Source: an optimization exercise on an open RTL-to-GDS flow (aim: small area, a short achievable clock period and few clock cycles). Production flows keep margins and buffers that such runs may drop.
RTL that was checked went through simulation tests only; none was proved equivalent to the original.
Power figures rest on the tool's default switching activity, not on a simulated workload.

Design lenet_top, start of the top module:
module lenet_top
(
    input  wire                     clk,
    input  wire                     rst,
    input  wire lenet_pkg::mem_wr_t img_wr,
    input  wire lenet_pkg::kernel_t kernel,
    input  wire                     start,
    output logic                    busy,
    output logic                    finish,
    output lenet_pkg::pool_result_t result
);
==> flow/config.mk <==
export PLATFORM = sky130hd
export DESIGN_NAME = lenet_top
export DESIGN_NICKNAME = lenet_top
export VERILOG_FILES = /design/flow/design.v
export SDC_FILE = /design/flow/constraint.sdc
export NUM_CORES = 4
export LEC_CHECK = 0
export CAP_MARGIN = 20
export CORE_MARGIN = 2
export CORE_UTILIZATION = 40
export CTS_BUF_LIST = sky130_fd_sc_hd__clkbuf_4 sky130_fd_sc_hd__clkbuf_8
export SLEW_MARGIN = 20
export SYNTH_HIERARCHICAL = 1
export SYNTH_MINIMUM_KEEP_SIZE = 0
==> flow/constraint.sdc <==
create_clock -name core_clock -period 10.0 [get_ports {clk}]
set_input_delay 2.0000 -clock core_clock [delete_from_list [all_inputs] [get_ports {clk}]]
set_output_delay 2.0000 -clock core_clock [all_outputs]
set_load 0.01 [all_outputs]
standard.sh (not shown) runs the stock make flow with config.mk's settings and CLKGATE_MAP_FILE= SYNTH_SCRIPT=/design/flow/synth_recipe.tcl, a recipe that flattens the netlist after the stock synthesis.
==> flow/flow/run.sh <==
#!/bin/bash
set -euo pipefail
MARGIN=6.6
sed "s/\"\${@:-finish}\"/SETUP_SLACK_MARGIN=${MARGIN} \"\${@:-finish}\"/" standard.sh > standard_margin.sh
grep -q "SETUP_SLACK_MARGIN=${MARGIN}" standard_margin.sh
bash standard_margin.sh > standard_margin.log 2>&1
Testbench counts at the start, summed over its fixed seeds: cycles 9,696.
Change:
--- a/flow/design.v
+++ b/flow/design.v
@@ -914,41 +914,44 @@
     always_ff @(posedge clk)
     begin
         for (int t = 0; t < 9; t++)
             for (int i = 0; i < 4; i++)
             begin
                 one_q[t][i] <= wx[t][2 * i + 1] ^ wx[t][2 * i];
                 two_q[t][i] <= (wx[t][2 * i + 2] & ~wx[t][2 * i + 1] & ~wx[t][2 * i])
                              | (~wx[t][2 * i + 2] & wx[t][2 * i + 1] & wx[t][2 * i]);
                 neg_q[t][i] <= wx[t][2 * i + 2];
             end
         bias_q <= kernel.bias;
     end
+    logic [3:0]        cnt_q [4];
     logic [10:0]       n_q;
     logic [8:0]        bias32_q;
-    logic [10:0]       nw [9];
     logic [ACC_W-1:0]  kx, ky, kz, ks, kc;
+    always_ff @(posedge clk)
+        for (int i = 0; i < 4; i++)
+            cnt_q[i] <= 4'(wx[0][2 * i + 2]) + 4'(wx[1][2 * i + 2]) + 4'(wx[2][2 * i + 2])
+                      + 4'(wx[3][2 * i + 2]) + 4'(wx[4][2 * i + 2]) + 4'(wx[5][2 * i + 2])
+                      + 4'(wx[6][2 * i + 2]) + 4'(wx[7][2 * i + 2]) + 4'(wx[8][2 * i + 2]);
     always_comb
     begin
-        for (int t = 0; t < 9; t++)
-            nw[t] = {4'b0, neg_q[t][3], 1'b0, neg_q[t][2], 1'b0, neg_q[t][1], 1'b0, neg_q[t][0]};
         kx = ACC_W'({{(ACC_W - 13){bias32_q[8]}}, bias32_q, 4'b0});
         ky = ACC_W'(n_q);
         kz = {~n_q, 9'b0};
         ks = kx ^ ky ^ kz;
         kc = ((kx & ky) | (kx & kz) | (ky & kz)) << 1;
     end
     always_ff @(posedge clk)
     begin
-        n_q      <= nw[0] + nw[1] + nw[2] + nw[3] + nw[4] + nw[5] + nw[6] + nw[7] + nw[8];
+        n_q      <= 11'(cnt_q[0]) + (11'(cnt_q[1]) << 2) + (11'(cnt_q[2]) << 4) + (11'(cnt_q[3]) << 6);
         bias32_q <= {bias_q[7], bias_q} + 9'd32;
         krow_q   <= ks + kc;
     end
     logic [8-1:0] win [4][3];
     always_ff @(posedge clk)
     begin
         for (int i = 0; i < 4; i++)
             for (int k = 0; k < 3; k++)
                 case (rp)
                     2'd0:    win[i][k] <= img[(i    ) * 8 + k];
                     2'd1:    win[i][k] <= img[(i + 2) * 8 + k];
                     default: win[i][k] <= img[(i + 4) * 8 + k];
=>
- The changed run finished with timing, DRC and antenna clean
- cell area climbs by about 0.6%
- combinational power barely changes
- sequential power hardly moves
- setup slack degrades by 0.62 ns
- final cell count grows by about 0.8%
- total power is higher by about 0.8%
Only the layout flow was run in the second run of this note; the RTL was not checked for function there.

separate check: timing with driven ports:
In the flow no input, the clock included, has a driving cell. The finished layouts below were timed again as built, in two steps. Step 1 (the two cells are an assumption about what drives the block):
set clk [get_ports {clk}]
set_driving_cell -lib_cell sky130_fd_sc_hd__clkbuf_16 $clk
set_driving_cell -lib_cell sky130_fd_sc_hd__buf_2 [delete_from_list [all_inputs] $clk]
Step 2, shift: input delay + t, output delay - t, t = (earliest + latest rising clock arrival at the registers) / 2. This alone moves slack from input paths to output paths. Slacks: ideal ports / drivers / drivers and shift; pairs: ideal ports / drivers.
| run | t (ns) | setup slack, ns | worst hold slack (ns) | worst setup path at the end | worst data-port slew with drivers (ns) |
|---|---|---|---|---|---|
| the first run | 1.035 | 6.527 / 6.449 / 6.555 | 0.314 / 0.314 / 0.314 | register to register | 0.10 |
| the second run | 1.017 | 5.911 / 5.939 / 4.922 | 0.314 / 0.314 / 0.314 | input to register | 0.08 |
After both steps setup and hold are still met in every run listed. The setup slack of the second run, which loses most, moves by +0.028 ns with the drivers and by -0.989 ns with both steps.
